Context: an optimization exercise on an open-source flow, tuned for small area, a short achievable clock period and few clock cycles. The choices shown serve that exercise and are no tape-out recipe.
At most, simulation tests tie the RTL to the original design; equivalence was not proved.
For runs 2 and 3, only the layout was checked, not whether the RTL still works.
Power figures rest on the tool's default switching activity, not on a simulated workload.

==> flow/design.v, too long to show whole: its modules and the start of the top module <==
// module acc_mac_pipe: 386 lines
// module add25: 171 lines
// module cd_stat_accum: 251 lines
module cd_stat_accum
#(
   parameter int I_TILE = 64,
   parameter int H_TILE = 64,
   parameter int AW     = $clog2(I_TILE * H_TILE)
) (
   input  logic          clk,
   input  logic          rst,
   input  logic          clear,
   input  logic          v_valid,
   output logic          v_ready,
   input  logic [15:0]   v_data,
   input  logic          v_phase,
   input  logic          h_valid,
   output logic          h_ready,
   input  logic [15:0]   h_data,
   input  logic          h_last,
   output logic [AW-1:0] acc_rd_addr,
   output logic          acc_rd_bank,
   input  logic [31:0]   acc_rd_data,
   output logic [AW-1:0] acc_wr_addr,
   output logic [31:0]   acc_wr_data,
   output logic [1:0]    acc_wr_we,
   output logic          busy,
   output logic          done,
   output logic          sat_flag
);
  // ...
==> flow/flow/run.sh <==
#!/bin/bash
# Standard layout, with the timing repair steps asked for extra setup slack.
set -e
cp standard.sh standard_sh.txt
cp config.mk config_orig.mk
echo "export SETUP_SLACK_MARGIN = 6.92" >> config.mk
bash standard.sh > standard.log 2>&1
==> flow/standard.sh <==
#!/bin/bash
# synth_recipe.tcl (not shown) runs the flow's synth.tcl, then flattens the netlist and writes it again
# the make line also repeats each setting of config.mk as NAME=value (left out here)
make -C /OpenROAD-flow-scripts/flow DESIGN_CONFIG=/design/flow/config.mk WORK_HOME=/design/flow/orfs CLKGATE_MAP_FILE= SYNTH_SCRIPT=/design/flow/synth_recipe.tcl "${@:-finish}"
==> flow/config.mk <==
export PLATFORM = sky130hd
export DESIGN_NAME = cd_stat_accum
export DESIGN_NICKNAME = cd_stat_accum
export VERILOG_FILES = /design/flow/design.v
export SDC_FILE = /design/flow/constraint.sdc
export NUM_CORES = 4
export LEC_CHECK = 0
export CAP_MARGIN = 5
export CORE_MARGIN = 2
export CORE_UTILIZATION = 40
export CTS_BUF_LIST = sky130_fd_sc_hd__clkbuf_8 sky130_fd_sc_hd__clkbuf_16
export CTS_CLUSTER_DIAMETER = 100
export CTS_CLUSTER_SIZE = 30
export SLEW_MARGIN = 5
export SETUP_SLACK_MARGIN = 6.92
==> flow/constraint.sdc <==
create_clock -name core_clock -period 10.0 [get_ports {clk}]
set_input_delay 2.0000 -clock core_clock [delete_from_list [all_inputs] [get_ports {clk}]]
set_output_delay 2.0000 -clock core_clock [all_outputs]
set_load 0.01 [all_outputs]
==> impl_metrics.toml, run 1 <==
[outcome]
status = "no timing/DRC/antenna violations"

[clock_network]
cts_root_buf = "clkbuf_16"
cts_tree = "yes"
path_clk_slew_ns = 0.11

[grt]
grtUsageMet3_pct = 2.33
use_met1_pct = 17.8
grt_antenna_before_repair = 5
overflow = 0
grt_max_degree = 51
grt_pass1_wl_um = 92900
grt_pass1_vias = 17851

[finish]
finalNonFillerCells = 3836
fin_nets = 2923
largest_register_ff_count = 1024
clock_tree_area_fraction_pct = 3.51
multi_input_area_sq_um = 8790
dominant_cells = "sequential cells"
reg_top3 = "ring: 1024 flops, rd_q: 32 flops, wd_q: 32 flops"

[routing]
ant_nets = 0
drcViolationCount = 0
wl_met3_um = 2550
wirelength_um = 56500

[critical_path]
crit_fanout = 2
worstPathRequired_ns = 8.00
worstPathArrival_ns = 1.11
cp.depth = 1

[yosys]
synthSimpleGateAreaFrac_pct = 4.67
synthArstFlopShare_pct = 0
synth_nets = 2725
synthXorXnorAreaFrac_pct = 5.03

[placement]
dp_cells = 3673
dp_hpwl_um = 36500
gp_congestion = 0.813

[floorplanning]
core.rowCount = 107
coreArea_sq_um = 85000
dieHeight_um = 297

[sta]
tightest_slew_ns = 0.942
finalSetupViolCount = 0
grt_setup_unrepaired = "yes"
timing.hold.ws_ns = 0.318
hold_viol = 0

[power_and_ir_drop]
p_seq_share_pct = 57.6
comb-power_mw = 1.69
share_comb_of_total_power_pct = 17.8

[min_path]
hold-path-cell-count = 0
Testbench counts, summed over its fixed seeds: cycles 294,972.
==> module cd_stat_accum, before the edit <==
module cd_stat_accum
#(
   parameter int I_TILE = 64,
   parameter int H_TILE = 64,
   parameter int AW     = $clog2(I_TILE * H_TILE)
) (
   input  logic          clk,
   input  logic          rst,
   input  logic          clear,
   input  logic          v_valid,
   output logic          v_ready,
   input  logic [15:0]   v_data,
   input  logic          v_phase,
   input  logic          h_valid,
   output logic          h_ready,
   input  logic [15:0]   h_data,
   input  logic          h_last,
   output logic [AW-1:0] acc_rd_addr,
   output logic          acc_rd_bank,
   input  logic [31:0]   acc_rd_data,
   output logic [AW-1:0] acc_wr_addr,
   output logic [31:0]   acc_wr_data,
   output logic [1:0]    acc_wr_we,
   output logic          busy,
   output logic          done,
   output logic          sat_flag
);
   localparam logic [1:0] C_IDLE  = 2'd0;
   localparam logic [1:0] C_BATCH = 2'd1;
   localparam logic [1:0] C_CLEAR = 2'd2;
   logic [1:0]    cmd_q;
   logic [5:0]    c_q;         
   logic [5:0]    j_q;         
   logic [5:0]    vi_q;        
   logic          load_q;      
   logic          fused_q;     
   logic          row_q;       
   logic          ld_q;        
   logic          drain_q;     
   logic [7:0]    one_q, two_q, neg_q;    
   logic          hq_v, hq_last;
   logic          phase_q;
   logic [1023:0] ring;
   logic          vrdy_q, hrdy_q, busy_q, done_q, sat_q;
   logic          v1, v2, ph1, ph2, l1, l2, l3;
   logic [24:0]   s1, c1;
   logic          cin1;
   logic [24:0]   inc_q;
   logic [31:0]   rd_q;
   logic [31:0]   wd_q;
   logic [1:0]    we_q;
   logic [AW-1:0] wa_q;
   assign v_ready     = vrdy_q;
   assign h_ready     = hrdy_q;
   assign busy        = busy_q;
   assign done        = done_q;
   assign sat_flag    = sat_q;
   assign acc_rd_addr = {j_q, c_q};
   assign acc_rd_bank = phase_q;
   assign acc_wr_addr = wa_q;
   assign acc_wr_data = wd_q;
   assign acc_wr_we   = we_q;
   logic       v_acc, h_acc;
   logic       idle, batch, clr;
   logic       fuse_now, op0, rowdone, last_op, ends_load;
   logic [5:0] c_inc, j_inc, vi_inc;
   assign v_acc = v_valid & vrdy_q;
   assign h_acc = h_valid & hrdy_q;
   assign idle  = (cmd_q == C_IDLE);
   assign batch = (cmd_q == C_BATCH);
   assign clr   = (cmd_q == C_CLEAR);
   assign c_inc  = c_q + 6'd1;
   assign j_inc  = j_q + 6'd1;
   assign vi_inc = vi_q + 6'd1;
   assign fuse_now = (vi_q == 6'd1) ? hq_v : fused_q;
   assign op0      = batch & (row_q | (ld_q & fuse_now));
   assign ends_load = ld_q & fused_q & ~load_q & (vi_q == 6'd0);
   assign rowdone  = batch & (c_q == 6'd63) & (row_q | ends_load);
   assign last_op  = batch & row_q & (c_q == 6'd63) & hq_last;
   logic       load_n, drain_n, fused_n, hq_v_n, row_n, rdy_n, cons_n, cons_nv;
   logic [5:0] j_n;
   always_comb begin
      j_n     = j_q;
      load_n  = load_q;
      drain_n = drain_q;
      fused_n = fused_q;
      if (batch) begin
         if (ld_q & (vi_q == 6'd1)) fused_n = hq_v;
         if (rowdone) begin
            j_n = j_inc;
            if (row_q & (j_q == 6'd63)) begin
               if (hq_last) drain_n = 1'b1;
               else         load_n  = 1'b1;
            end
         end
         if (done_q) begin
            drain_n = 1'b0;
            j_n     = 6'd0;
            load_n  = 1'b1;
         end
      end
   end
   assign hq_v_n = hq_v & ~rowdone;
   assign row_n  = batch & ~done_q & ~load_n & ~drain_n;
   assign rdy_n  = idle ? ~clear :
                   clr  ? done_q :
                   (done_q | (~drain_q & ((c_q + 6'd2) == vi_q) &
                              (load_q | (row_q & (j_q == 6'd63) & ~hq_last & (c_q == 6'd62)))));
   assign cons_n  = batch & (c_q == 6'd62) & row_q;
   assign cons_nv = batch & (c_q == 6'd62) & (vi_q == 6'd63) & fused_q;
   always_ff @(posedge clk) begin
      if (rst) begin
         cmd_q   <= C_IDLE;
         c_q     <= 6'd63;
         j_q     <= '0;
         vi_q    <= '0;
         load_q  <= 1'b1;
         fused_q <= 1'b0;
         row_q   <= 1'b0;
         ld_q    <= 1'b0;
         drain_q <= 1'b0;
         hq_v    <= 1'b0;
         hq_last <= 1'b0;
         phase_q <= 1'b0;
         vrdy_q  <= 1'b0;
         hrdy_q  <= 1'b0;
         busy_q  <= 1'b0;
         done_q  <= 1'b0;
         sat_q   <= 1'b0;
      end else begin
         if (idle) begin
            if (clear)      cmd_q <= C_CLEAR;
            else if (v_acc) cmd_q <= C_BATCH;
         end else if (done_q) begin
            cmd_q <= C_IDLE;
         end
         busy_q <= idle ? (clear | v_acc) : ~done_q;
         if (idle | done_q) c_q <= v_acc ? 6'd0 : 6'd63;
         else               c_q <= c_inc;
         j_q     <= j_n;
         drain_q <= drain_n;
         fused_q <= fused_n;
         ld_q    <= v_acc;
         if (v_acc) begin
            vi_q   <= vi_inc;
            load_q <= (vi_q != 6'd63);
         end else begin
            vi_q   <= (batch & done_q) ? 6'd0 : vi_q;
            load_q <= load_n;
         end
         if (v_acc & (vi_q == 6'd0)) phase_q <= v_phase;
         if (h_acc) begin
            hq_v    <= 1'b1;
            hq_last <= h_last;
         end else begin
            hq_v    <= hq_v_n;
         end
         if (c_q == 6'd63) row_q <= row_n & (h_acc | hq_v_n);
         else if (batch & done_q) row_q <= 1'b0;
         vrdy_q <= v_acc ? (vi_q != 6'd63) : rdy_n;
         if (idle)
            hrdy_q <= ~clear & ~h_acc & ~hq_v;
         else if (batch & ~done_q & ~drain_n)
            hrdy_q <= h_acc ? (cons_n | (v_acc & cons_nv))
                            : (~hq_v_n | cons_n | (v_acc & cons_nv));
         else
            hrdy_q <= done_q & ~hq_v;
         done_q <= l3 | (clr & we_q[0] & (wa_q == {AW{1'b1}}));
         if (idle & clear)  sat_q <= 1'b0;
         else if (v2 & ovf) sat_q <= 1'b1;
      end
   end
   logic [16:0] hx;
   logic [7:0]  one_d, two_d, neg_d;
   assign hx = {h_data, 1'b0};
   always_comb begin
      for (int k = 0; k < 8; k++) begin
         neg_d[k] = hx[2*k+2];
         one_d[k] = hx[2*k+1] ^ hx[2*k];
         two_d[k] = (hx[2*k+2] & ~hx[2*k+1] & ~hx[2*k]) | (~hx[2*k+2] & hx[2*k+1] & hx[2*k]);
      end
   end
   always_ff @(posedge clk) begin
      if (h_acc) begin
         one_q <= one_d;
         two_q <= two_d;
         neg_q <= neg_d;
      end
      ring <= {ring[1007:0], v_acc ? v_data : ring[1023:1008]};
   end
   logic [24:0] s0, c0;
   logic        cin0;
   acc_mac_pipe u_mul (
      .v    (ring[15:0]),
      .one  (one_q),
      .two  (two_q),
      .neg  (neg_q),
      .s_hi (s0),
      .c_hi (c0),
      .cin  (cin0)
   );
   logic [24:0] lo;
   logic [7:0]  m_hi, hi_p, hi_m, r_hi;
   logic        up, dn, ovf;
   logic [31:0] res, cval;
   assign lo   = {1'b0, rd_q[23:0]} + {1'b0, inc_q[23:0]};
   assign m_hi = rd_q[31:24];
   assign hi_p = m_hi + 8'd1;
   assign hi_m = m_hi - 8'd1;
   assign up   = lo[24] & ~inc_q[24];
   assign dn   = ~lo[24] & inc_q[24];
   assign r_hi = up ? hi_p : (dn ? hi_m : m_hi);
   assign ovf  = (up & (m_hi == 8'h7F)) | (dn & (m_hi == 8'h80));
   assign cval = clr ? 32'd0 : {m_hi[7], {31{~m_hi[7]}}};
   assign res  = (ovf | clr) ? cval : {r_hi, lo[23:0]};
   logic [24:0] inc_d;
   logic        inc_co;
   add25 u_inc (.a(s1), .b(c1), .ci(cin1), .s(inc_d), .co(inc_co));
   always_ff @(posedge clk) begin
      s1    <= s0;
      c1    <= c0;
      cin1  <= cin0;
      inc_q <= inc_d;
      rd_q  <= acc_rd_data;
      wd_q  <= res;
   end
   always_ff @(posedge clk) begin
      if (rst) begin
         v1   <= 1'b0;
         v2   <= 1'b0;
         ph1  <= 1'b0;
         ph2  <= 1'b0;
         l1   <= 1'b0;
         l2   <= 1'b0;
         l3   <= 1'b0;
         we_q <= 2'b00;
         wa_q <= '0;
      end else begin
         v1   <= op0;
         ph1  <= phase_q;
         l1   <= last_op;
         v2   <= v1;
         ph2  <= ph1;
         l2   <= l1;
         l3   <= l2;
         if (clr & ~done_q) we_q <= (we_q[0] & (wa_q == {AW{1'b1}})) ? 2'b00 : 2'b11;
         else                we_q <= v2 ? (ph2 ? 2'b10 : 2'b01) : 2'b00;
         wa_q <= wa_q + {{(AW-1){1'b0}}, |we_q};
      end
   end
endmodule
==> inputs of run 2 (changes only) <==
--- a/flow/design.v
+++ b/flow/design.v
@@ -586,2 +586,229 @@
 endmodule
+module add33 (
+   input  logic [32:0] a,
+   input  logic [32:0] b,
+   input  logic        ci,
+   output logic [32:0] s,
+   output logic        co
+);
+   wire p0_0 = a[0] ^ b[0];
+   wire g0_0 = a[0] & b[0];
+   wire p1_1 = a[1] ^ b[1];
+   wire g1_1 = a[1] & b[1];
+   wire p2_2 = a[2] ^ b[2];
+   wire g2_2 = a[2] & b[2];
+   wire p3_3 = a[3] ^ b[3];
+   wire g3_3 = a[3] & b[3];
+   wire p4_4 = a[4] ^ b[4];
+   wire g4_4 = a[4] & b[4];
+   wire p5_5 = a[5] ^ b[5];
+   wire g5_5 = a[5] & b[5];
+   wire p6_6 = a[6] ^ b[6];
+   wire g6_6 = a[6] & b[6];
+   wire p7_7 = a[7] ^ b[7];
+   wire g7_7 = a[7] & b[7];
+   wire p8_8 = a[8] ^ b[8];
+   wire g8_8 = a[8] & b[8];
+   wire p9_9 = a[9] ^ b[9];
+   wire g9_9 = a[9] & b[9];
+   wire p10_10 = a[10] ^ b[10];
+   wire g10_10 = a[10] & b[10];
+   wire p11_11 = a[11] ^ b[11];
+   wire g11_11 = a[11] & b[11];
+   wire p12_12 = a[12] ^ b[12];
+   wire g12_12 = a[12] & b[12];
+   wire p13_13 = a[13] ^ b[13];
+   wire g13_13 = a[13] & b[13];
+   wire p14_14 = a[14] ^ b[14];
+   wire g14_14 = a[14] & b[14];
+   wire p15_15 = a[15] ^ b[15];
+   wire g15_15 = a[15] & b[15];
+   wire p16_16 = a[16] ^ b[16];
+   wire g16_16 = a[16] & b[16];
+   wire p17_17 = a[17] ^ b[17];
+   wire g17_17 = a[17] & b[17];
+   wire p18_18 = a[18] ^ b[18];
+   wire g18_18 = a[18] & b[18];
+   wire p19_19 = a[19] ^ b[19];
+   wire g19_19 = a[19] & b[19];
+   wire p20_20 = a[20] ^ b[20];
+   wire g20_20 = a[20] & b[20];
+   wire p21_21 = a[21] ^ b[21];
+   wire g21_21 = a[21] & b[21];
+   wire p22_22 = a[22] ^ b[22];
+   wire g22_22 = a[22] & b[22];
+   wire p23_23 = a[23] ^ b[23];
+   wire g23_23 = a[23] & b[23];
+   wire p24_24 = a[24] ^ b[24];
+   wire g24_24 = a[24] & b[24];
+   wire p25_25 = a[25] ^ b[25];
+   wire g25_25 = a[25] & b[25];
+   wire p26_26 = a[26] ^ b[26];
+   wire g26_26 = a[26] & b[26];
+   wire p27_27 = a[27] ^ b[27];
+   wire g27_27 = a[27] & b[27];
+   wire p28_28 = a[28] ^ b[28];
+   wire g28_28 = a[28] & b[28];
+   wire p29_29 = a[29] ^ b[29];
+   wire g29_29 = a[29] & b[29];
+   wire p30_30 = a[30] ^ b[30];
+   wire g30_30 = a[30] & b[30];
+   wire p31_31 = a[31] ^ b[31];
+   wire g31_31 = a[31] & b[31];
+   wire p32_32 = a[32] ^ b[32];
+   wire g32_32 = a[32] & b[32];
+   wire g1_0 = g1_1 | (p1_1 & g0_0);
+   wire p1_0 = p1_1 & p0_0;
+   wire g3_2 = g3_3 | (p3_3 & g2_2);
+   wire p3_2 = p3_3 & p2_2;
+   wire g5_4 = g5_5 | (p5_5 & g4_4);
+   wire p5_4 = p5_5 & p4_4;
+   wire g7_6 = g7_7 | (p7_7 & g6_6);
+   wire p7_6 = p7_7 & p6_6;
+   wire g9_8 = g9_9 | (p9_9 & g8_8);
+   wire p9_8 = p9_9 & p8_8;
+   wire g11_10 = g11_11 | (p11_11 & g10_10);
+   wire p11_10 = p11_11 & p10_10;
+   wire g13_12 = g13_13 | (p13_13 & g12_12);
+   wire p13_12 = p13_13 & p12_12;
+   wire g15_14 = g15_15 | (p15_15 & g14_14);
+   wire p15_14 = p15_15 & p14_14;
+   wire g17_16 = g17_17 | (p17_17 & g16_16);
+   wire p17_16 = p17_17 & p16_16;
+   wire g19_18 = g19_19 | (p19_19 & g18_18);
+   wire p19_18 = p19_19 & p18_18;
+   wire g21_20 = g21_21 | (p21_21 & g20_20);
+   wire p21_20 = p21_21 & p20_20;
+   wire g23_22 = g23_23 | (p23_23 & g22_22);
+   wire p23_22 = p23_23 & p22_22;
+   wire g25_24 = g25_25 | (p25_25 & g24_24);
+   wire p25_24 = p25_25 & p24_24;
+   wire g27_26 = g27_27 | (p27_27 & g26_26);
+   wire p27_26 = p27_27 & p26_26;
+   wire g29_28 = g29_29 | (p29_29 & g28_28);
+   wire p29_28 = p29_29 & p28_28;
+   wire g31_30 = g31_31 | (p31_31 & g30_30);
+   wire p31_30 = p31_31 & p30_30;
+   wire g3_0 = g3_2 | (p3_2 & g1_0);
+   wire p3_0 = p3_2 & p1_0;
+   wire g7_4 = g7_6 | (p7_6 & g5_4);
+   wire p7_4 = p7_6 & p5_4;
+   wire g11_8 = g11_10 | (p11_10 & g9_8);
+   wire p11_8 = p11_10 & p9_8;
+   wire g15_12 = g15_14 | (p15_14 & g13_12);
+   wire p15_12 = p15_14 & p13_12;
+   wire g19_16 = g19_18 | (p19_18 & g17_16);
+   wire p19_16 = p19_18 & p17_16;
+   wire g23_20 = g23_22 | (p23_22 & g21_20);
+   wire p23_20 = p23_22 & p21_20;
+   wire g27_24 = g27_26 | (p27_26 & g25_24);
+   wire p27_24 = p27_26 & p25_24;
+   wire g31_28 = g31_30 | (p31_30 & g29_28);
+   wire p31_28 = p31_30 & p29_28;
+   wire g7_0 = g7_4 | (p7_4 & g3_0);
+   wire p7_0 = p7_4 & p3_0;
+   wire g15_8 = g15_12 | (p15_12 & g11_8);
+   wire p15_8 = p15_12 & p11_8;
+   wire g23_16 = g23_20 | (p23_20 & g19_16);
+   wire p23_16 = p23_20 & p19_16;
+   wire g31_24 = g31_28 | (p31_28 & g27_24);
+   wire p31_24 = p31_28 & p27_24;
+   wire g15_0 = g15_8 | (p15_8 & g7_0);
+   wire p15_0 = p15_8 & p7_0;
+   wire g31_16 = g31_24 | (p31_24 & g23_16);
+   wire p31_16 = p31_24 & p23_16;
+   wire g31_0 = g31_16 | (p31_16 & g15_0);
+   wire p31_0 = p31_16 & p15_0;
+   wire g23_0 = g23_16 | (p23_16 & g15_0);
+   wire p23_0 = p23_16 & p15_0;
+   wire g11_0 = g11_8 | (p11_8 & g7_0);
+   wire p11_0 = p11_8 & p7_0;
+   wire g19_0 = g19_16 | (p19_16 & g15_0);
+   wire p19_0 = p19_16 & p15_0;
+   wire g27_0 = g27_24 | (p27_24 & g23_0);
+   wire p27_0 = p27_24 & p23_0;
+   wire g5_0 = g5_4 | (p5_4 & g3_0);
+   wire p5_0 = p5_4 & p3_0;
+   wire g9_0 = g9_8 | (p9_8 & g7_0);
+   wire p9_0 = p9_8 & p7_0;
+   wire g13_0 = g13_12 | (p13_12 & g11_0);
+   wire p13_0 = p13_12 & p11_0;
+   wire g17_0 = g17_16 | (p17_16 & g15_0);
+   wire p17_0 = p17_16 & p15_0;
+   wire g21_0 = g21_20 | (p21_20 & g19_0);
+   wire p21_0 = p21_20 & p19_0;
+   wire g25_0 = g25_24 | (p25_24 & g23_0);
+   wire p25_0 = p25_24 & p23_0;
+   wire g29_0 = g29_28 | (p29_28 & g27_0);
+   wire p29_0 = p29_28 & p27_0;
+   wire g2_0 = g2_2 | (p2_2 & g1_0);
+   wire p2_0 = p2_2 & p1_0;
+   wire g4_0 = g4_4 | (p4_4 & g3_0);
+   wire p4_0 = p4_4 & p3_0;
+   wire g6_0 = g6_6 | (p6_6 & g5_0);
+   wire p6_0 = p6_6 & p5_0;
+   wire g8_0 = g8_8 | (p8_8 & g7_0);
+   wire p8_0 = p8_8 & p7_0;
+   wire g10_0 = g10_10 | (p10_10 & g9_0);
+   wire p10_0 = p10_10 & p9_0;
+   wire g12_0 = g12_12 | (p12_12 & g11_0);
+   wire p12_0 = p12_12 & p11_0;
+   wire g14_0 = g14_14 | (p14_14 & g13_0);
+   wire p14_0 = p14_14 & p13_0;
+   wire g16_0 = g16_16 | (p16_16 & g15_0);
+   wire p16_0 = p16_16 & p15_0;
+   wire g18_0 = g18_18 | (p18_18 & g17_0);
+   wire p18_0 = p18_18 & p17_0;
+   wire g20_0 = g20_20 | (p20_20 & g19_0);
+   wire p20_0 = p20_20 & p19_0;
+   wire g22_0 = g22_22 | (p22_22 & g21_0);
+   wire p22_0 = p22_22 & p21_0;
+   wire g24_0 = g24_24 | (p24_24 & g23_0);
+   wire p24_0 = p24_24 & p23_0;
+   wire g26_0 = g26_26 | (p26_26 & g25_0);
+   wire p26_0 = p26_26 & p25_0;
+   wire g28_0 = g28_28 | (p28_28 & g27_0);
+   wire p28_0 = p28_28 & p27_0;
+   wire g30_0 = g30_30 | (p30_30 & g29_0);
+   wire p30_0 = p30_30 & p29_0;
+   wire g32_0 = g32_32 | (p32_32 & g31_0);
+   wire p32_0 = p32_32 & p31_0;
+   wire [33:0] c;
+   assign c[0] = ci;
+   assign c[1] = g0_0 | (p0_0 & ci);
+   assign c[2] = g1_0 | (p1_0 & ci);
+   assign c[3] = g2_0 | (p2_0 & ci);
+   assign c[4] = g3_0 | (p3_0 & ci);
+   assign c[5] = g4_0 | (p4_0 & ci);
+   assign c[6] = g5_0 | (p5_0 & ci);
+   assign c[7] = g6_0 | (p6_0 & ci);
+   assign c[8] = g7_0 | (p7_0 & ci);
+   assign c[9] = g8_0 | (p8_0 & ci);
+   assign c[10] = g9_0 | (p9_0 & ci);
+   assign c[11] = g10_0 | (p10_0 & ci);
+   assign c[12] = g11_0 | (p11_0 & ci);
+   assign c[13] = g12_0 | (p12_0 & ci);
+   assign c[14] = g13_0 | (p13_0 & ci);
+   assign c[15] = g14_0 | (p14_0 & ci);
+   assign c[16] = g15_0 | (p15_0 & ci);
+   assign c[17] = g16_0 | (p16_0 & ci);
+   assign c[18] = g17_0 | (p17_0 & ci);
+   assign c[19] = g18_0 | (p18_0 & ci);
+   assign c[20] = g19_0 | (p19_0 & ci);
+   assign c[21] = g20_0 | (p20_0 & ci);
+   assign c[22] = g21_0 | (p21_0 & ci);
+   assign c[23] = g22_0 | (p22_0 & ci);
+   assign c[24] = g23_0 | (p23_0 & ci);
+   assign c[25] = g24_0 | (p24_0 & ci);
+   assign c[26] = g25_0 | (p25_0 & ci);
+   assign c[27] = g26_0 | (p26_0 & ci);
+   assign c[28] = g27_0 | (p27_0 & ci);
+   assign c[29] = g28_0 | (p28_0 & ci);
+   assign c[30] = g29_0 | (p29_0 & ci);
+   assign c[31] = g30_0 | (p30_0 & ci);
+   assign c[32] = g31_0 | (p31_0 & ci);
+   assign c[33] = g32_0 | (p32_0 & ci);
+   assign s = {p32_32 ^ c[32], p31_31 ^ c[31], p30_30 ^ c[30], p29_29 ^ c[29], p28_28 ^ c[28], p27_27 ^ c[27], p26_26 ^ c[26], p25_25 ^ c[25], p24_24 ^ c[24], p23_23 ^ c[23], p22_22 ^ c[22], p21_21 ^ c[21], p20_20 ^ c[20], p19_19 ^ c[19], p18_18 ^ c[18], p17_17 ^ c[17], p16_16 ^ c[16], p15_15 ^ c[15], p14_14 ^ c[14], p13_13 ^ c[13], p12_12 ^ c[12], p11_11 ^ c[11], p10_10 ^ c[10], p9_9 ^ c[9], p8_8 ^ c[8], p7_7 ^ c[7], p6_6 ^ c[6], p5_5 ^ c[5], p4_4 ^ c[4], p3_3 ^ c[3], p2_2 ^ c[2], p1_1 ^ c[1], p0_0 ^ c[0]};
+   assign co = c[33];
+endmodule
 module cd_stat_accum
@@ -787,19 +1014,13 @@
    );
-   logic [24:0] lo;
-   logic [7:0]  m_hi, hi_p, hi_m, r_hi;
-   logic        up, dn, ovf;
-   logic [31:0] res, cval;
-   assign lo   = {1'b0, rd_q[23:0]} + {1'b0, inc_q[23:0]};
-   assign m_hi = rd_q[31:24];
-   assign hi_p = m_hi + 8'd1;
-   assign hi_m = m_hi - 8'd1;
-   assign up   = lo[24] & ~inc_q[24];
-   assign dn   = ~lo[24] & inc_q[24];
-   assign r_hi = up ? hi_p : (dn ? hi_m : m_hi);
-   assign ovf  = (up & (m_hi == 8'h7F)) | (dn & (m_hi == 8'h80));
-   assign cval = clr ? 32'd0 : {m_hi[7], {31{~m_hi[7]}}};
-   assign res  = (ovf | clr) ? cval : {r_hi, lo[23:0]};
+   logic [31:0] inc;
+   logic [32:0] sum;
+   logic        ovf;
+   logic [31:0] res;
+   assign inc = {{7{inc_q[24]}}, inc_q};
    logic [24:0] inc_d;
-   logic        inc_co;
-   add25 u_inc (.a(s1), .b(c1), .ci(cin1), .s(inc_d), .co(inc_co));
+   logic        co25, co33;
+   add33 u_add (.a({rd_q[31], rd_q}), .b({inc[31], inc}), .ci(1'b0), .s(sum), .co(co33));
+   add25 u_inc (.a(s1), .b(c1), .ci(cin1), .s(inc_d), .co(co25));
+   assign ovf = (sum[32] != sum[31]);
+   assign res = ovf ? (sum[32] ? 32'h8000_0000 : 32'h7FFF_FFFF) : sum[31:0];
    always_ff @(posedge clk) begin
@@ -810,3 +1031,3 @@
       rd_q  <= acc_rd_data;
-      wd_q  <= res;
+      wd_q  <= clr ? 32'h0 : res;
    end
--- a/flow/flow/run.sh
+++ b/flow/flow/run.sh
@@ -5,3 +5,3 @@
 cp config.mk config_orig.mk
-echo "export SETUP_SLACK_MARGIN = 6.92" >> config.mk
+echo "export SETUP_SLACK_MARGIN = 7" >> config.mk
 bash standard.sh > standard.log 2>&1
--- a/flow/config.mk
+++ b/flow/config.mk
@@ -7,3 +7,3 @@
 export LEC_CHECK = 0
-export CAP_MARGIN = 5
+export CAP_MARGIN = 20
 export CORE_MARGIN = 2
@@ -13,3 +13,3 @@
 export CTS_CLUSTER_SIZE = 30
-export SLEW_MARGIN = 5
-export SETUP_SLACK_MARGIN = 6.92
+export SLEW_MARGIN = 20
+export SETUP_SLACK_MARGIN = 7
==> run 2 against run 1 <==
Net effect: critical path type is now flip-flop to flip-flop; sequential cell count is the same; still clean; setup slack got worse by 0.60 ns; largest power group unchanged; register-to-register slack got worse by 0.62 ns.
==> impl_metrics.toml, run 2 <==
[critical_path]
cpLargestDelayFamily = "compound AO/OA/AOI/OAI gates"
path_cells = "ha_4 > fa_2 > a211oi_4 > o211ai_1 > a221oi_2 > buf_4 > o31ai_4 > a211o_1 > a21o_1 > a21o_1 > fa_2 > inv_2 > buf_4 > o31ai_4 > o21ai_2 > o21ai_1"
cpPeakStageDelay_ns = 0.38
path_class = "flip-flop to flip-flop"
cp-start-kind = "flip-flop"
worstPathArrival_ns = 4.22
slowest_stage = "fa_2"
path_buf_inv = 3
crit_path_end_kind = "flip-flop"
worstPathRequired_ns = 10.51
crit_fanout = 5

[clock_network]
path_clk_slew_ns = 0.11
clock_latency_ns = 0.63
htreeDepth = 2
cts_inserted_buffers = 49
numClockSinks = 1240
clockBufferDepth = 3
cts_root_buf = "clkbuf_16"
cts_tree = "yes"

[routing]
ant_nets = 0
drt_first_pass_iters = 5
drt_first_iter_violations = 769
wirelength_um = 58600
num_vias = 17194
vias_per_cell = 4.47
drcViolationCount = 0
wire_per_inst_um = 15.2

[power_and_ir_drop]
p_leak_nw = 16.3
vdd.ir_drop.worst_uv = 174
cellPowerDensity_nw_per_um2 = 240

[sta]
final_max_slew_viol_count = 0
hold_viol = 0
grt_setup_unrepaired = "yes"
min_period_ns = 3.71
tightest_slew_ns = 0.882
finalSetupViolCount = 0
period_share_pct = 37.1
slew_headroom_pct = 41.2
skew_ns = 0.0184
clock.fmax_mhz = 269
setup_slack_ns = 6.29
tns_ns = 0

[placement]
gp_congestion = 0.829
dp_hpwl_um = 36900
io_buffer_count = 134
dpl_worst_slack_ns = 5.66
placed_cell_area_sq_um = 36700

[grt]
grtUsageTotal_pct = 13.2
grt_pass1_wl_um = 92900
use_met1_pct = 17.7
overflow = 0
busiest_layer = "met2"
grt_pass1_vias = 17787
grt_max_degree = 50
use_met2_pct = 21.9
grtUsageMet3_pct = 2.45
grt_antenna_before_repair = 5

[yosys]
synth_cells = 2436
synth_commonest_cells = "dfxtp_1, inv_1, a22oi_1"
yosysSeqAreaShare_pct = 73.3
yosysMostFrequentCell = "dfxtp_1"
yosysUniqueCellTypes = 56
synth_area_leaders = "dfxtp_1, fa_1, ha_1, xnor2_1, a22oi_1"
syn_area_sq_um = 34200
synth-edff-count = 24
synthArstFlopShare_pct = 0
synth_top_flop_cell = "dfxtp_1"
syn_avg_cell_area_sq_um = 14.0
synth_top_area_share_pct = 71.2
yosysWarnings = 1
yosysTopAreaCell = "dfxtp_1"
ys_ff_latch = 1240
synth_nets = 2699

[job]
cap_violations = 0

[finish]
largest_register_ff_count = 1024
final_cell_mix = "dfxtp_1, buf_4, inv_1"
multi_input_area_sq_um = 8940
regMostFlops = "ring"
final_common_cell = "dfxtp_1"
fin_nets = 2954
fillers = 7319
reg_top3 = "ring: 1024 flops, rd_q: 32 flops, wd_q: 32 flops"
synthToLayoutAreaGrowth_pct = 17.9
seqCellArea_sq_um = 25200
design_area_sq_um = 40300
drive_gt1_share_pct = 18.6

[min_path]
hp-class = "flip-flop to flip-flop"

[floorplanning]
fp.dieArea_sq_um = 87900
initial_core_util_pct = 40.2
core.rowCount = 107
coreArea_sq_um = 85000
dieHeight_um = 296
io_pins = 135
die_w_um = 296

[outcome]
status = "no timing/DRC/antenna violations"
## run 2: changes by cell type after synthesis, moves of 7 or more
| cell | delta |
|---|---|
| o21ai_1 | +34 |
| inv_1 | +32 |
| o21ai_0 | -31 |
| nor2_1 | -23 |
| nand2_1 | -21 |
| fa_1 | +15 |
| nor3_1 | -15 |
| a21oi_1 | +13 |
| o21ai_2 | -12 |
| or2_2 | -10 |
| nand3_1 | -9 |
| or2_1 | +8 |
| a211oi_1 | -7 |
## run 2: cell families (layout without fill, tap and decap cells)
logic type / count (synthesis) / in the layout / synth area share, %
xor+xnor: 195 / 195 / 4.99
other cells: 0 / 1 / 0
simple gates: 265 / 266 / 3.71
fa+ha+maj: 192 / 192 / 9.29
flops: 1240 / 1240 / 73.3
mux: 5 / 5 / 0.150
compound gates: 313 / 316 / 6.06
buf+inv: 226 / 488 / 2.51
## run 2: layer usage
metal	up-vias	routed length, um
met4	4	1310
met2	335	27300
met1	8416	27300
met5	-	30
met3	96	2710
li1	8343	-
## run 2: area by class of cell
cell class	instances	share of cell area [%]
diodes	1	0.00620
clock buffers	51	3.14
clock inverters	11	0.391
inverters	137	1.28
multi-input cells	974	22.2
flip-flops and latches	1240	62.5
well taps	1144	3.55
repair buffers	288	6.92
repair inverters	1	0.0186
## run 2: final timing paths
check	startpoint	to	slack (ns)	cells after the start
worst max-delay path	inc_q[0]$_DFF_P_	wd_q[9]$_SDFF_PN0_	6.29	16
worst min register to register	ring[237]$_DFF_P_	ring[253]$_DFF_P_	0.32	0
worst min-delay path	ring[237]$_DFF_P_	ring[253]$_DFF_P_	0.32	0
worst max register to register	inc_q[0]$_DFF_P_	wd_q[9]$_SDFF_PN0_	6.29	16
## run 2: metrics by stage
| step | hold slack, ns | power [mW] | instances | util, % |
|---|---|---|---|---|
| floorplan | 0.310 | 6.67 | 2436 | - |
| global placement | 0.310 | 7.23 | 3626 | 43.2 |
| detailed placement | 0.312 | 7.25 | 3626 | 43.2 |
| CTS | 0.326 | 9.72 | 3818 | 46.8 |
| global route | 0.320 | 10.2 | 3846 | 47.4 |
| finish | 0.325 | 9.67 | 3847 | 47.4 |
## run 2: what timing repair did
item	4_1_cts	5_1_grt
gates resized for setup	470	93
pin swaps	60	78
hold buffers	0	0
setup buffers	127	25
setup endpoints to repair	176	125
gates cloned	3	3
## run 2: power breakdown
group / internal, mW / leakage [nW] / total (mW) / switching [mW]
combinational: 0.859 / 5.41 / 1.81 / 0.950
sequential: 5.34 / 10.2 / 5.50 / 0.162
clock: 0.943 / 0.701 / 2.36 / 1.41
==> module add25, before the edit <==
module add25 (
   input  logic [24:0] a,
   input  logic [24:0] b,
   input  logic        ci,
   output logic [24:0] s,
   output logic        co
);
   wire p0_0 = a[0] ^ b[0];
   wire g0_0 = a[0] & b[0];
   wire p1_1 = a[1] ^ b[1];
   wire g1_1 = a[1] & b[1];
   wire p2_2 = a[2] ^ b[2];
   wire g2_2 = a[2] & b[2];
   wire p3_3 = a[3] ^ b[3];
   wire g3_3 = a[3] & b[3];
   wire p4_4 = a[4] ^ b[4];
   wire g4_4 = a[4] & b[4];
   wire p5_5 = a[5] ^ b[5];
   wire g5_5 = a[5] & b[5];
   wire p6_6 = a[6] ^ b[6];
   wire g6_6 = a[6] & b[6];
   wire p7_7 = a[7] ^ b[7];
   wire g7_7 = a[7] & b[7];
   wire p8_8 = a[8] ^ b[8];
   wire g8_8 = a[8] & b[8];
   wire p9_9 = a[9] ^ b[9];
   wire g9_9 = a[9] & b[9];
   wire p10_10 = a[10] ^ b[10];
   wire g10_10 = a[10] & b[10];
   wire p11_11 = a[11] ^ b[11];
   wire g11_11 = a[11] & b[11];
   wire p12_12 = a[12] ^ b[12];
   wire g12_12 = a[12] & b[12];
   wire p13_13 = a[13] ^ b[13];
   wire g13_13 = a[13] & b[13];
   wire p14_14 = a[14] ^ b[14];
   wire g14_14 = a[14] & b[14];
   wire p15_15 = a[15] ^ b[15];
   wire g15_15 = a[15] & b[15];
   wire p16_16 = a[16] ^ b[16];
   wire g16_16 = a[16] & b[16];
   wire p17_17 = a[17] ^ b[17];
   wire g17_17 = a[17] & b[17];
   wire p18_18 = a[18] ^ b[18];
   wire g18_18 = a[18] & b[18];
   wire p19_19 = a[19] ^ b[19];
   wire g19_19 = a[19] & b[19];
   wire p20_20 = a[20] ^ b[20];
   wire g20_20 = a[20] & b[20];
   wire p21_21 = a[21] ^ b[21];
   wire g21_21 = a[21] & b[21];
   wire p22_22 = a[22] ^ b[22];
   wire g22_22 = a[22] & b[22];
   wire p23_23 = a[23] ^ b[23];
   wire g23_23 = a[23] & b[23];
   wire p24_24 = a[24] ^ b[24];
   wire g24_24 = a[24] & b[24];
   wire g1_0 = g1_1 | (p1_1 & g0_0);
   wire p1_0 = p1_1 & p0_0;
   wire g3_2 = g3_3 | (p3_3 & g2_2);
   wire p3_2 = p3_3 & p2_2;
   wire g5_4 = g5_5 | (p5_5 & g4_4);
   wire p5_4 = p5_5 & p4_4;
   wire g7_6 = g7_7 | (p7_7 & g6_6);
   wire p7_6 = p7_7 & p6_6;
   wire g9_8 = g9_9 | (p9_9 & g8_8);
   wire p9_8 = p9_9 & p8_8;
   wire g11_10 = g11_11 | (p11_11 & g10_10);
   wire p11_10 = p11_11 & p10_10;
   wire g13_12 = g13_13 | (p13_13 & g12_12);
   wire p13_12 = p13_13 & p12_12;
   wire g15_14 = g15_15 | (p15_15 & g14_14);
   wire p15_14 = p15_15 & p14_14;
   wire g17_16 = g17_17 | (p17_17 & g16_16);
   wire p17_16 = p17_17 & p16_16;
   wire g19_18 = g19_19 | (p19_19 & g18_18);
   wire p19_18 = p19_19 & p18_18;
   wire g21_20 = g21_21 | (p21_21 & g20_20);
   wire p21_20 = p21_21 & p20_20;
   wire g23_22 = g23_23 | (p23_23 & g22_22);
   wire p23_22 = p23_23 & p22_22;
   wire g3_0 = g3_2 | (p3_2 & g1_0);
   wire p3_0 = p3_2 & p1_0;
   wire g7_4 = g7_6 | (p7_6 & g5_4);
   wire p7_4 = p7_6 & p5_4;
   wire g11_8 = g11_10 | (p11_10 & g9_8);
   wire p11_8 = p11_10 & p9_8;
   wire g15_12 = g15_14 | (p15_14 & g13_12);
   wire p15_12 = p15_14 & p13_12;
   wire g19_16 = g19_18 | (p19_18 & g17_16);
   wire p19_16 = p19_18 & p17_16;
   wire g23_20 = g23_22 | (p23_22 & g21_20);
   wire p23_20 = p23_22 & p21_20;
   wire g7_0 = g7_4 | (p7_4 & g3_0);
   wire p7_0 = p7_4 & p3_0;
   wire g15_8 = g15_12 | (p15_12 & g11_8);
   wire p15_8 = p15_12 & p11_8;
   wire g23_16 = g23_20 | (p23_20 & g19_16);
   wire p23_16 = p23_20 & p19_16;
   wire g15_0 = g15_8 | (p15_8 & g7_0);
   wire p15_0 = p15_8 & p7_0;
   wire g23_0 = g23_16 | (p23_16 & g15_0);
   wire p23_0 = p23_16 & p15_0;
   wire g11_0 = g11_8 | (p11_8 & g7_0);
   wire p11_0 = p11_8 & p7_0;
   wire g19_0 = g19_16 | (p19_16 & g15_0);
   wire p19_0 = p19_16 & p15_0;
   wire g5_0 = g5_4 | (p5_4 & g3_0);
   wire p5_0 = p5_4 & p3_0;
   wire g9_0 = g9_8 | (p9_8 & g7_0);
   wire p9_0 = p9_8 & p7_0;
   wire g13_0 = g13_12 | (p13_12 & g11_0);
   wire p13_0 = p13_12 & p11_0;
   wire g17_0 = g17_16 | (p17_16 & g15_0);
   wire p17_0 = p17_16 & p15_0;
   wire g21_0 = g21_20 | (p21_20 & g19_0);
   wire p21_0 = p21_20 & p19_0;
   wire g2_0 = g2_2 | (p2_2 & g1_0);
   wire p2_0 = p2_2 & p1_0;
   wire g4_0 = g4_4 | (p4_4 & g3_0);
   wire p4_0 = p4_4 & p3_0;
   wire g6_0 = g6_6 | (p6_6 & g5_0);
   wire p6_0 = p6_6 & p5_0;
   wire g8_0 = g8_8 | (p8_8 & g7_0);
   wire p8_0 = p8_8 & p7_0;
   wire g10_0 = g10_10 | (p10_10 & g9_0);
   wire p10_0 = p10_10 & p9_0;
   wire g12_0 = g12_12 | (p12_12 & g11_0);
   wire p12_0 = p12_12 & p11_0;
   wire g14_0 = g14_14 | (p14_14 & g13_0);
   wire p14_0 = p14_14 & p13_0;
   wire g16_0 = g16_16 | (p16_16 & g15_0);
   wire p16_0 = p16_16 & p15_0;
   wire g18_0 = g18_18 | (p18_18 & g17_0);
   wire p18_0 = p18_18 & p17_0;
   wire g20_0 = g20_20 | (p20_20 & g19_0);
   wire p20_0 = p20_20 & p19_0;
   wire g22_0 = g22_22 | (p22_22 & g21_0);
   wire p22_0 = p22_22 & p21_0;
   wire g24_0 = g24_24 | (p24_24 & g23_0);
   wire p24_0 = p24_24 & p23_0;
   wire [25:0] c;
   assign c[0] = ci;
   assign c[1] = g0_0 | (p0_0 & ci);
   assign c[2] = g1_0 | (p1_0 & ci);
   assign c[3] = g2_0 | (p2_0 & ci);
   assign c[4] = g3_0 | (p3_0 & ci);
   assign c[5] = g4_0 | (p4_0 & ci);
   assign c[6] = g5_0 | (p5_0 & ci);
   assign c[7] = g6_0 | (p6_0 & ci);
   assign c[8] = g7_0 | (p7_0 & ci);
   assign c[9] = g8_0 | (p8_0 & ci);
   assign c[10] = g9_0 | (p9_0 & ci);
   assign c[11] = g10_0 | (p10_0 & ci);
   assign c[12] = g11_0 | (p11_0 & ci);
   assign c[13] = g12_0 | (p12_0 & ci);
   assign c[14] = g13_0 | (p13_0 & ci);
   assign c[15] = g14_0 | (p14_0 & ci);
   assign c[16] = g15_0 | (p15_0 & ci);
   assign c[17] = g16_0 | (p16_0 & ci);
   assign c[18] = g17_0 | (p17_0 & ci);
   assign c[19] = g18_0 | (p18_0 & ci);
   assign c[20] = g19_0 | (p19_0 & ci);
   assign c[21] = g20_0 | (p20_0 & ci);
   assign c[22] = g21_0 | (p21_0 & ci);
   assign c[23] = g22_0 | (p22_0 & ci);
   assign c[24] = g23_0 | (p23_0 & ci);
   assign c[25] = g24_0 | (p24_0 & ci);
   assign s = {p24_24 ^ c[24], p23_23 ^ c[23], p22_22 ^ c[22], p21_21 ^ c[21], p20_20 ^ c[20], p19_19 ^ c[19], p18_18 ^ c[18], p17_17 ^ c[17], p16_16 ^ c[16], p15_15 ^ c[15], p14_14 ^ c[14], p13_13 ^ c[13], p12_12 ^ c[12], p11_11 ^ c[11], p10_10 ^ c[10], p9_9 ^ c[9], p8_8 ^ c[8], p7_7 ^ c[7], p6_6 ^ c[6], p5_5 ^ c[5], p4_4 ^ c[4], p3_3 ^ c[3], p2_2 ^ c[2], p1_1 ^ c[1], p0_0 ^ c[0]};
   assign co = c[25];
endmodule
==> inputs of run 3 (changes only) <==
--- a/flow/design.v
+++ b/flow/design.v
@@ -496,62 +496,86 @@
    wire p23_22 = p23_23 & p22_22;
+   wire g2_0 = g2_2 | (p2_2 & g1_0);
+   wire p2_0 = p2_2 & p1_0;
    wire g3_0 = g3_2 | (p3_2 & g1_0);
    wire p3_0 = p3_2 & p1_0;
+   wire g6_4 = g6_6 | (p6_6 & g5_4);
+   wire p6_4 = p6_6 & p5_4;
    wire g7_4 = g7_6 | (p7_6 & g5_4);
    wire p7_4 = p7_6 & p5_4;
+   wire g10_8 = g10_10 | (p10_10 & g9_8);
+   wire p10_8 = p10_10 & p9_8;
    wire g11_8 = g11_10 | (p11_10 & g9_8);
    wire p11_8 = p11_10 & p9_8;
+   wire g14_12 = g14_14 | (p14_14 & g13_12);
+   wire p14_12 = p14_14 & p13_12;
    wire g15_12 = g15_14 | (p15_14 & g13_12);
    wire p15_12 = p15_14 & p13_12;
+   wire g18_16 = g18_18 | (p18_18 & g17_16);
+   wire p18_16 = p18_18 & p17_16;
    wire g19_16 = g19_18 | (p19_18 & g17_16);
    wire p19_16 = p19_18 & p17_16;
+   wire g22_20 = g22_22 | (p22_22 & g21_20);
+   wire p22_20 = p22_22 & p21_20;
    wire g23_20 = g23_22 | (p23_22 & g21_20);
    wire p23_20 = p23_22 & p21_20;
+   wire g4_0 = g4_4 | (p4_4 & g3_0);
+   wire p4_0 = p4_4 & p3_0;
+   wire g5_0 = g5_4 | (p5_4 & g3_0);
+   wire p5_0 = p5_4 & p3_0;
+   wire g6_0 = g6_4 | (p6_4 & g3_0);
+   wire p6_0 = p6_4 & p3_0;
    wire g7_0 = g7_4 | (p7_4 & g3_0);
    wire p7_0 = p7_4 & p3_0;
+   wire g12_8 = g12_12 | (p12_12 & g11_8);
+   wire p12_8 = p12_12 & p11_8;
+   wire g13_8 = g13_12 | (p13_12 & g11_8);
+   wire p13_8 = p13_12 & p11_8;
+   wire g14_8 = g14_12 | (p14_12 & g11_8);
+   wire p14_8 = p14_12 & p11_8;
    wire g15_8 = g15_12 | (p15_12 & g11_8);
    wire p15_8 = p15_12 & p11_8;
+   wire g20_16 = g20_20 | (p20_20 & g19_16);
+   wire p20_16 = p20_20 & p19_16;
+   wire g21_16 = g21_20 | (p21_20 & g19_16);
+   wire p21_16 = p21_20 & p19_16;
+   wire g22_16 = g22_20 | (p22_20 & g19_16);
+   wire p22_16 = p22_20 & p19_16;
    wire g23_16 = g23_20 | (p23_20 & g19_16);
    wire p23_16 = p23_20 & p19_16;
-   wire g15_0 = g15_8 | (p15_8 & g7_0);
-   wire p15_0 = p15_8 & p7_0;
-   wire g23_0 = g23_16 | (p23_16 & g15_0);
-   wire p23_0 = p23_16 & p15_0;
-   wire g11_0 = g11_8 | (p11_8 & g7_0);
-   wire p11_0 = p11_8 & p7_0;
-   wire g19_0 = g19_16 | (p19_16 & g15_0);
-   wire p19_0 = p19_16 & p15_0;
-   wire g5_0 = g5_4 | (p5_4 & g3_0);
-   wire p5_0 = p5_4 & p3_0;
-   wire g9_0 = g9_8 | (p9_8 & g7_0);
-   wire p9_0 = p9_8 & p7_0;
-   wire g13_0 = g13_12 | (p13_12 & g11_0);
-   wire p13_0 = p13_12 & p11_0;
-   wire g17_0 = g17_16 | (p17_16 & g15_0);
-   wire p17_0 = p17_16 & p15_0;
-   wire g21_0 = g21_20 | (p21_20 & g19_0);
-   wire p21_0 = p21_20 & p19_0;
-   wire g2_0 = g2_2 | (p2_2 & g1_0);
-   wire p2_0 = p2_2 & p1_0;
-   wire g4_0 = g4_4 | (p4_4 & g3_0);
-   wire p4_0 = p4_4 & p3_0;
-   wire g6_0 = g6_6 | (p6_6 & g5_0);
-   wire p6_0 = p6_6 & p5_0;
    wire g8_0 = g8_8 | (p8_8 & g7_0);
    wire p8_0 = p8_8 & p7_0;
-   wire g10_0 = g10_10 | (p10_10 & g9_0);
-   wire p10_0 = p10_10 & p9_0;
-   wire g12_0 = g12_12 | (p12_12 & g11_0);
-   wire p12_0 = p12_12 & p11_0;
-   wire g14_0 = g14_14 | (p14_14 & g13_0);
-   wire p14_0 = p14_14 & p13_0;
+   wire g9_0 = g9_8 | (p9_8 & g7_0);
+   wire p9_0 = p9_8 & p7_0;
+   wire g10_0 = g10_8 | (p10_8 & g7_0);
+   wire p10_0 = p10_8 & p7_0;
+   wire g11_0 = g11_8 | (p11_8 & g7_0);
+   wire p11_0 = p11_8 & p7_0;
+   wire g12_0 = g12_8 | (p12_8 & g7_0);
+   wire p12_0 = p12_8 & p7_0;
+   wire g13_0 = g13_8 | (p13_8 & g7_0);
+   wire p13_0 = p13_8 & p7_0;
+   wire g14_0 = g14_8 | (p14_8 & g7_0);
+   wire p14_0 = p14_8 & p7_0;
+   wire g15_0 = g15_8 | (p15_8 & g7_0);
+   wire p15_0 = p15_8 & p7_0;
+   wire g24_16 = g24_24 | (p24_24 & g23_16);
+   wire p24_16 = p24_24 & p23_16;
    wire g16_0 = g16_16 | (p16_16 & g15_0);
    wire p16_0 = p16_16 & p15_0;
-   wire g18_0 = g18_18 | (p18_18 & g17_0);
-   wire p18_0 = p18_18 & p17_0;
-   wire g20_0 = g20_20 | (p20_20 & g19_0);
-   wire p20_0 = p20_20 & p19_0;
-   wire g22_0 = g22_22 | (p22_22 & g21_0);
-   wire p22_0 = p22_22 & p21_0;
-   wire g24_0 = g24_24 | (p24_24 & g23_0);
-   wire p24_0 = p24_24 & p23_0;
+   wire g17_0 = g17_16 | (p17_16 & g15_0);
+   wire p17_0 = p17_16 & p15_0;
+   wire g18_0 = g18_16 | (p18_16 & g15_0);
+   wire p18_0 = p18_16 & p15_0;
+   wire g19_0 = g19_16 | (p19_16 & g15_0);
+   wire p19_0 = p19_16 & p15_0;
+   wire g20_0 = g20_16 | (p20_16 & g15_0);
+   wire p20_0 = p20_16 & p15_0;
+   wire g21_0 = g21_16 | (p21_16 & g15_0);
+   wire p21_0 = p21_16 & p15_0;
+   wire g22_0 = g22_16 | (p22_16 & g15_0);
+   wire p22_0 = p22_16 & p15_0;
+   wire g23_0 = g23_16 | (p23_16 & g15_0);
+   wire p23_0 = p23_16 & p15_0;
+   wire g24_0 = g24_16 | (p24_16 & g15_0);
+   wire p24_0 = p24_16 & p15_0;
    wire [25:0] c;
@@ -691,84 +715,130 @@
    wire p31_30 = p31_31 & p30_30;
+   wire g2_0 = g2_2 | (p2_2 & g1_0);
+   wire p2_0 = p2_2 & p1_0;
    wire g3_0 = g3_2 | (p3_2 & g1_0);
    wire p3_0 = p3_2 & p1_0;
+   wire g6_4 = g6_6 | (p6_6 & g5_4);
+   wire p6_4 = p6_6 & p5_4;
    wire g7_4 = g7_6 | (p7_6 & g5_4);
    wire p7_4 = p7_6 & p5_4;
+   wire g10_8 = g10_10 | (p10_10 & g9_8);
+   wire p10_8 = p10_10 & p9_8;
    wire g11_8 = g11_10 | (p11_10 & g9_8);
    wire p11_8 = p11_10 & p9_8;
+   wire g14_12 = g14_14 | (p14_14 & g13_12);
+   wire p14_12 = p14_14 & p13_12;
    wire g15_12 = g15_14 | (p15_14 & g13_12);
    wire p15_12 = p15_14 & p13_12;
+   wire g18_16 = g18_18 | (p18_18 & g17_16);
+   wire p18_16 = p18_18 & p17_16;
    wire g19_16 = g19_18 | (p19_18 & g17_16);
    wire p19_16 = p19_18 & p17_16;
+   wire g22_20 = g22_22 | (p22_22 & g21_20);
+   wire p22_20 = p22_22 & p21_20;
    wire g23_20 = g23_22 | (p23_22 & g21_20);
    wire p23_20 = p23_22 & p21_20;
+   wire g26_24 = g26_26 | (p26_26 & g25_24);
+   wire p26_24 = p26_26 & p25_24;
    wire g27_24 = g27_26 | (p27_26 & g25_24);
    wire p27_24 = p27_26 & p25_24;
+   wire g30_28 = g30_30 | (p30_30 & g29_28);
+   wire p30_28 = p30_30 & p29_28;
    wire g31_28 = g31_30 | (p31_30 & g29_28);
    wire p31_28 = p31_30 & p29_28;
+   wire g4_0 = g4_4 | (p4_4 & g3_0);
+   wire p4_0 = p4_4 & p3_0;
+   wire g5_0 = g5_4 | (p5_4 & g3_0);
+   wire p5_0 = p5_4 & p3_0;
+   wire g6_0 = g6_4 | (p6_4 & g3_0);
+   wire p6_0 = p6_4 & p3_0;
    wire g7_0 = g7_4 | (p7_4 & g3_0);
    wire p7_0 = p7_4 & p3_0;
+   wire g12_8 = g12_12 | (p12_12 & g11_8);
+   wire p12_8 = p12_12 & p11_8;
+   wire g13_8 = g13_12 | (p13_12 & g11_8);
+   wire p13_8 = p13_12 & p11_8;
+   wire g14_8 = g14_12 | (p14_12 & g11_8);
+   wire p14_8 = p14_12 & p11_8;
    wire g15_8 = g15_12 | (p15_12 & g11_8);
    wire p15_8 = p15_12 & p11_8;
+   wire g20_16 = g20_20 | (p20_20 & g19_16);
+   wire p20_16 = p20_20 & p19_16;
+   wire g21_16 = g21_20 | (p21_20 & g19_16);
+   wire p21_16 = p21_20 & p19_16;
+   wire g22_16 = g22_20 | (p22_20 & g19_16);
+   wire p22_16 = p22_20 & p19_16;
    wire g23_16 = g23_20 | (p23_20 & g19_16);
    wire p23_16 = p23_20 & p19_16;
+   wire g28_24 = g28_28 | (p28_28 & g27_24);
+   wire p28_24 = p28_28 & p27_24;
+   wire g29_24 = g29_28 | (p29_28 & g27_24);
+   wire p29_24 = p29_28 & p27_24;
+   wire g30_24 = g30_28 | (p30_28 & g27_24);
+   wire p30_24 = p30_28 & p27_24;
    wire g31_24 = g31_28 | (p31_28 & g27_24);
    wire p31_24 = p31_28 & p27_24;
+   wire g8_0 = g8_8 | (p8_8 & g7_0);
+   wire p8_0 = p8_8 & p7_0;
+   wire g9_0 = g9_8 | (p9_8 & g7_0);
+   wire p9_0 = p9_8 & p7_0;
+   wire g10_0 = g10_8 | (p10_8 & g7_0);
+   wire p10_0 = p10_8 & p7_0;
+   wire g11_0 = g11_8 | (p11_8 & g7_0);
+   wire p11_0 = p11_8 & p7_0;
+   wire g12_0 = g12_8 | (p12_8 & g7_0);
+   wire p12_0 = p12_8 & p7_0;
+   wire g13_0 = g13_8 | (p13_8 & g7_0);
+   wire p13_0 = p13_8 & p7_0;
+   wire g14_0 = g14_8 | (p14_8 & g7_0);
+   wire p14_0 = p14_8 & p7_0;
    wire g15_0 = g15_8 | (p15_8 & g7_0);
    wire p15_0 = p15_8 & p7_0;
+   wire g24_16 = g24_24 | (p24_24 & g23_16);
+   wire p24_16 = p24_24 & p23_16;
+   wire g25_16 = g25_24 | (p25_24 & g23_16);
+   wire p25_16 = p25_24 & p23_16;
+   wire g26_16 = g26_24 | (p26_24 & g23_16);
+   wire p26_16 = p26_24 & p23_16;
+   wire g27_16 = g27_24 | (p27_24 & g23_16);
+   wire p27_16 = p27_24 & p23_16;
+   wire g28_16 = g28_24 | (p28_24 & g23_16);
+   wire p28_16 = p28_24 & p23_16;
+   wire g29_16 = g29_24 | (p29_24 & g23_16);
+   wire p29_16 = p29_24 & p23_16;
+   wire g30_16 = g30_24 | (p30_24 & g23_16);
+   wire p30_16 = p30_24 & p23_16;
    wire g31_16 = g31_24 | (p31_24 & g23_16);
    wire p31_16 = p31_24 & p23_16;
-   wire g31_0 = g31_16 | (p31_16 & g15_0);
-   wire p31_0 = p31_16 & p15_0;
-   wire g23_0 = g23_16 | (p23_16 & g15_0);
-   wire p23_0 = p23_16 & p15_0;
-   wire g11_0 = g11_8 | (p11_8 & g7_0);
-   wire p11_0 = p11_8 & p7_0;
-   wire g19_0 = g19_16 | (p19_16 & g15_0);
-   wire p19_0 = p19_16 & p15_0;
-   wire g27_0 = g27_24 | (p27_24 & g23_0);
-   wire p27_0 = p27_24 & p23_0;
-   wire g5_0 = g5_4 | (p5_4 & g3_0);
-   wire p5_0 = p5_4 & p3_0;
-   wire g9_0 = g9_8 | (p9_8 & g7_0);
-   wire p9_0 = p9_8 & p7_0;
-   wire g13_0 = g13_12 | (p13_12 & g11_0);
-   wire p13_0 = p13_12 & p11_0;
-   wire g17_0 = g17_16 | (p17_16 & g15_0);
-   wire p17_0 = p17_16 & p15_0;
-   wire g21_0 = g21_20 | (p21_20 & g19_0);
-   wire p21_0 = p21_20 & p19_0;
-   wire g25_0 = g25_24 | (p25_24 & g23_0);
-   wire p25_0 = p25_24 & p23_0;
-   wire g29_0 = g29_28 | (p29_28 & g27_0);
-   wire p29_0 = p29_28 & p27_0;
-   wire g2_0 = g2_2 | (p2_2 & g1_0);
-   wire p2_0 = p2_2 & p1_0;
-   wire g4_0 = g4_4 | (p4_4 & g3_0);
-   wire p4_0 = p4_4 & p3_0;
-   wire g6_0 = g6_6 | (p6_6 & g5_0);
-   wire p6_0 = p6_6 & p5_0;
-   wire g8_0 = g8_8 | (p8_8 & g7_0);
-   wire p8_0 = p8_8 & p7_0;
-   wire g10_0 = g10_10 | (p10_10 & g9_0);
-   wire p10_0 = p10_10 & p9_0;
-   wire g12_0 = g12_12 | (p12_12 & g11_0);
-   wire p12_0 = p12_12 & p11_0;
-   wire g14_0 = g14_14 | (p14_14 & g13_0);
-   wire p14_0 = p14_14 & p13_0;
    wire g16_0 = g16_16 | (p16_16 & g15_0);
    wire p16_0 = p16_16 & p15_0;
-   wire g18_0 = g18_18 | (p18_18 & g17_0);
-   wire p18_0 = p18_18 & p17_0;
-   wire g20_0 = g20_20 | (p20_20 & g19_0);
-   wire p20_0 = p20_20 & p19_0;
-   wire g22_0 = g22_22 | (p22_22 & g21_0);
-   wire p22_0 = p22_22 & p21_0;
-   wire g24_0 = g24_24 | (p24_24 & g23_0);
-   wire p24_0 = p24_24 & p23_0;
-   wire g26_0 = g26_26 | (p26_26 & g25_0);
-   wire p26_0 = p26_26 & p25_0;
-   wire g28_0 = g28_28 | (p28_28 & g27_0);
-   wire p28_0 = p28_28 & p27_0;
-   wire g30_0 = g30_30 | (p30_30 & g29_0);
-   wire p30_0 = p30_30 & p29_0;
+   wire g17_0 = g17_16 | (p17_16 & g15_0);
+   wire p17_0 = p17_16 & p15_0;
+   wire g18_0 = g18_16 | (p18_16 & g15_0);
+   wire p18_0 = p18_16 & p15_0;
+   wire g19_0 = g19_16 | (p19_16 & g15_0);
+   wire p19_0 = p19_16 & p15_0;
+   wire g20_0 = g20_16 | (p20_16 & g15_0);
+   wire p20_0 = p20_16 & p15_0;
+   wire g21_0 = g21_16 | (p21_16 & g15_0);
+   wire p21_0 = p21_16 & p15_0;
+   wire g22_0 = g22_16 | (p22_16 & g15_0);
+   wire p22_0 = p22_16 & p15_0;
+   wire g23_0 = g23_16 | (p23_16 & g15_0);
+   wire p23_0 = p23_16 & p15_0;
+   wire g24_0 = g24_16 | (p24_16 & g15_0);
+   wire p24_0 = p24_16 & p15_0;
+   wire g25_0 = g25_16 | (p25_16 & g15_0);
+   wire p25_0 = p25_16 & p15_0;
+   wire g26_0 = g26_16 | (p26_16 & g15_0);
+   wire p26_0 = p26_16 & p15_0;
+   wire g27_0 = g27_16 | (p27_16 & g15_0);
+   wire p27_0 = p27_16 & p15_0;
+   wire g28_0 = g28_16 | (p28_16 & g15_0);
+   wire p28_0 = p28_16 & p15_0;
+   wire g29_0 = g29_16 | (p29_16 & g15_0);
+   wire p29_0 = p29_16 & p15_0;
+   wire g30_0 = g30_16 | (p30_16 & g15_0);
+   wire p30_0 = p30_16 & p15_0;
+   wire g31_0 = g31_16 | (p31_16 & g15_0);
+   wire p31_0 = p31_16 & p15_0;
    wire g32_0 = g32_32 | (p32_32 & g31_0);
==> run 3 against run 2 <==
Net effect: area after synthesis up 0.42%; register-to-register slack better by 0.52 ns; sequential power about the same; highest routed layer unchanged; sequential cell count unchanged; fmax up 16%; via count up 1.4%; cell count up 0.62%; sequential share of layout area down 0.14 points; setup slack better by 0.52 ns; clock power about the same.
==> impl_metrics.toml, run 3 <==
[power_and_ir_drop]
p_leak_nw = 16.1
power.share.clock_pct = 23.9
p_switching_mw = 2.61
p_seq_share_pct = 56.0
share_comb_of_total_power_pct = 20.1
finalPower_mw = 9.81
cellPowerDensity_nw_per_um2 = 243
p_int_mw = 7.20
switching_share_pct = 26.6
vdd.ir_drop.worst_uv = 174

[floorplanning]
die_w_um = 297
initial_core_util_pct = 40.3
io_pins = 135
core.rowCount = 107
dieHeight_um = 297
fp.dieArea_sq_um = 88200
coreArea_sq_um = 85100

[yosys]
synth_nets = 2721
yosysSeqAreaShare_pct = 73.0
syn_avg_cell_area_sq_um = 13.9
ys_ff_latch = 1240
yosysMostFrequentCell = "dfxtp_1"
yosysUniqueCellTypes = 63
synth-compound-area-share_pct = 6.68
synth_cells = 2472
synth_fa_ha_area_share_pct = 8.49
synth.area.mux_share_pct = 0.182
synth_top_flop_cell = "dfxtp_1"
yosysWarnings = 1
syn_area_sq_um = 34300
synthArstFlopShare_pct = 0
yosysTopAreaCell = "dfxtp_1"
synth_top_family_by_area = "adder cells"
synthSimpleGateAreaFrac_pct = 4.13
synth_top_area_share_pct = 70.9
synth_commonest_cells = "dfxtp_1, xnor2_1, a22oi_1"
synth-edff-count = 24
synthXorXnorAreaFrac_pct = 5.38
synth_area_leaders = "dfxtp_1, fa_1, ha_1, xnor2_1, a22oi_1"

[routing]
num_vias = 17431
ant_nets = 0
wire_per_inst_um = 15.4
drt_first_pass_iters = 5
drcViolationCount = 0
drt_first_iter_violations = 933
wirelength_um = 59400
vias_per_cell = 4.50

[finish]
drive_gt1_share_pct = 18.4
finalNonFillerCells = 3871
final_common_cell = "dfxtp_1"
synthToLayoutAreaGrowth_pct = 17.7
seqCellArea_sq_um = 25200
multi_input_area_sq_um = 9210
reg_top3 = "ring: 1024 flops, rd_q: 32 flops, wd_q: 32 flops"
fillers = 7451
largest_register_ff_count = 1024
final_cell_mix = "dfxtp_1, buf_4, xnor2_1"
regMostFlops = "ring"
fin_nets = 2965
design_area_sq_um = 40400

[clock_network]
htreeDepth = 2
cts_inserted_buffers = 49
clockBufferDepth = 3
clock_latency_ns = 0.64
cts_tree = "yes"
cts_root_buf = "clkbuf_16"
numClockSinks = 1240
path_clk_slew_ns = 0.12

[critical_path]
cp_common_cell = "o211ai_1"
crit_fanout = 8
worstPathArrival_ns = 3.71
worstPathRequired_ns = 10.51
timing.rr.start = "inc_q[0]$_DFF_P_"
cpPeakStageDelay_ns = 0.36
slowest_stage = "fa_2"
timing.rr.end = "wd_q[26]$_SDFF_PN0_"
r2r_setup_slack_ns = 6.80
cp-start-kind = "flip-flop"
crit_path_end_kind = "flip-flop"
path_cells = "ha_4 > fa_2 > a211oi_2 > o211ai_1 > a41oi_2 > o22ai_4 > o211a_4 > a2111oi_4 > buf_4 > buf_6 > nor2_4 > o211ai_1 > a21oi_2"
rr_worst_depth = 13
path_class = "flip-flop to flip-flop"

[placement]
dp_cells = 3661
dp_hpwl_um = 37600
placed_cell_area_sq_um = 36800
io_buffer_count = 134
gp_congestion = 0.799

[sta]
period_share_pct = 32.0
timing.hold.ws_ns = 0.313
grt_setup_unrepaired = "yes"
clock.fmax_mhz = 313
slew_headroom_pct = 34.7
tightest_slew_ns = 0.978
min_period_ns = 3.20
tns_ns = 0
skew_ns = 0.0245
hold_viol = 0
final_max_slew_viol_count = 0
finalSetupViolCount = 0

[grt]
overflow = 0
grt_max_degree = 51
grt_pass1_vias = 18070
grtUsageTotal_pct = 13.4
grt_antenna_before_repair = 9
grt_pass1_wl_um = 96400

[min_path]
hp-class = "flip-flop to flip-flop"
hold_end = "ring[227]$_DFF_P_"
min_from = "ring[211]$_DFF_P_"
hold-path-cell-count = 0

[job]
cap_violations = 0

[outcome]
status = "no timing/DRC/antenna violations"
==> run 3: cell count changes in the layout (fill, tap and decap cells not counted), moves of 10 or more <==
cell     before  now
nor2_1       58   71
o21ai_0      18   41
a31oi_1       1   12
o21ai_1      38   15
buf_4       126  113
a21oi_1      69   51
nand2_1      91  106
inv_1       113   90
xnor2_1      96  108
a21oi_2       1   16
inv_2        26   13
or2_2         2   12
==> run 3: power groups by stage <==
stage | logic [mW] | registers [mW] | clock network [mW]
after floorplan | 1.23 | 5.56 | 0
final | 1.97 | 5.49 | 2.35
after global placement | 1.72 | 5.61 | 0
after global routing | 2.21 | 5.53 | 2.62
after detailed placement | 1.76 | 5.61 | 0
after CTS | 1.88 | 5.50 | 2.44
==> run 3: layout make-up <==
cell class / count / share of cell area (%)
Inverter: 101 / 0.948
Clock inverter: 11 / 0.424
Multi-Input combinational cell: 1043 / 22.8
Sequential cell: 1240 / 62.4
Clock buffer: 50 / 3.10
Timing Repair inverter: 1 / 0.0186
Timing Repair Buffer: 280 / 6.78
Tap cell: 1144 / 3.54
Antenna cell: 1 / 0.00619
==> run 3: logic make-up (layout without fill, tap and decap cells) <==
family,after synthesis,after routing
DFF,1240,1240
AOI/OAI and AO/OA,337,340
and+or+nand+nor,304,306
xor gates and xnor gates,211,211
buffers and inverters,194,443
adders and majority gates,180,180
muxes,6,6
other,0,1
==> run 3: stage by stage <==
step	worst slack, ns	util, %
global placement	5.83	43.3
global route	6.69	47.5
detailed placement	5.79	43.3
floorplan	6.95	-
finish	6.80	47.5
CTS	6.73	46.7
==> run 3: layer usage <==
| metal | vias up | GRT usage, % | wire, um |
|---|---|---|---|
| met5 | - | 0 | 25 |
| met4 | 4 | 3.80 | 1430 |
| met3 | 107 | 2.51 | 3080 |
| met2 | 349 | 21.8 | 27000 |
| met1 | 8447 | 18.2 | 27800 |
| li1 | 8524 | - | - |
==> run 3: how the worst max path moves through the flow <==
stage                             from                    to  cells after the start
floorplan           two_q[0]$_DFFE_PP_         c1[9]$_DFF_P_                      9
global placement               v_valid  vi_q[5]$_SDFFE_PP0P_                      6
detailed placement             v_valid  vi_q[5]$_SDFFE_PP0P_                      6
CTS                  c_q[3]$_SDFF_PP1_        acc_rd_addr[3]                      1
global route          inc_q[0]$_DFF_P_   wd_q[26]$_SDFF_PN0_                     13
finish                inc_q[0]$_DFF_P_   wd_q[26]$_SDFF_PN0_                     13
==> run 3: what timing repair did <==
action                     CTS  global route
setup buffers              117            23
setup endpoints to repair  176           152
pin swaps                   69            92
hold buffers                 0             0
gates cloned                 6             2
hold endpoints to repair     0             0
gates resized for setup    479           105
==> run 3: worst max-delay path: cells and delay by family (launching register included) <==
family / cells / cell delay [ns]
AND/OR/NAND/NOR: 1 / 0.07
adder cells (fa/ha/maj): 2 / 0.51
AO/OA/AOI/OAI: 8 / 1.84
flip-flops: 1 / 0.34
buffers and inverters: 2 / 0.33

Check on run 3: ideal ports give 6.802 ns setup slack; a clkbuf_16 on the clock port and buf_2 on the inputs give 6.753 ns; moving port delays by the midpoint clock arrival (0.682 ns) as well gives 6.544 ns.
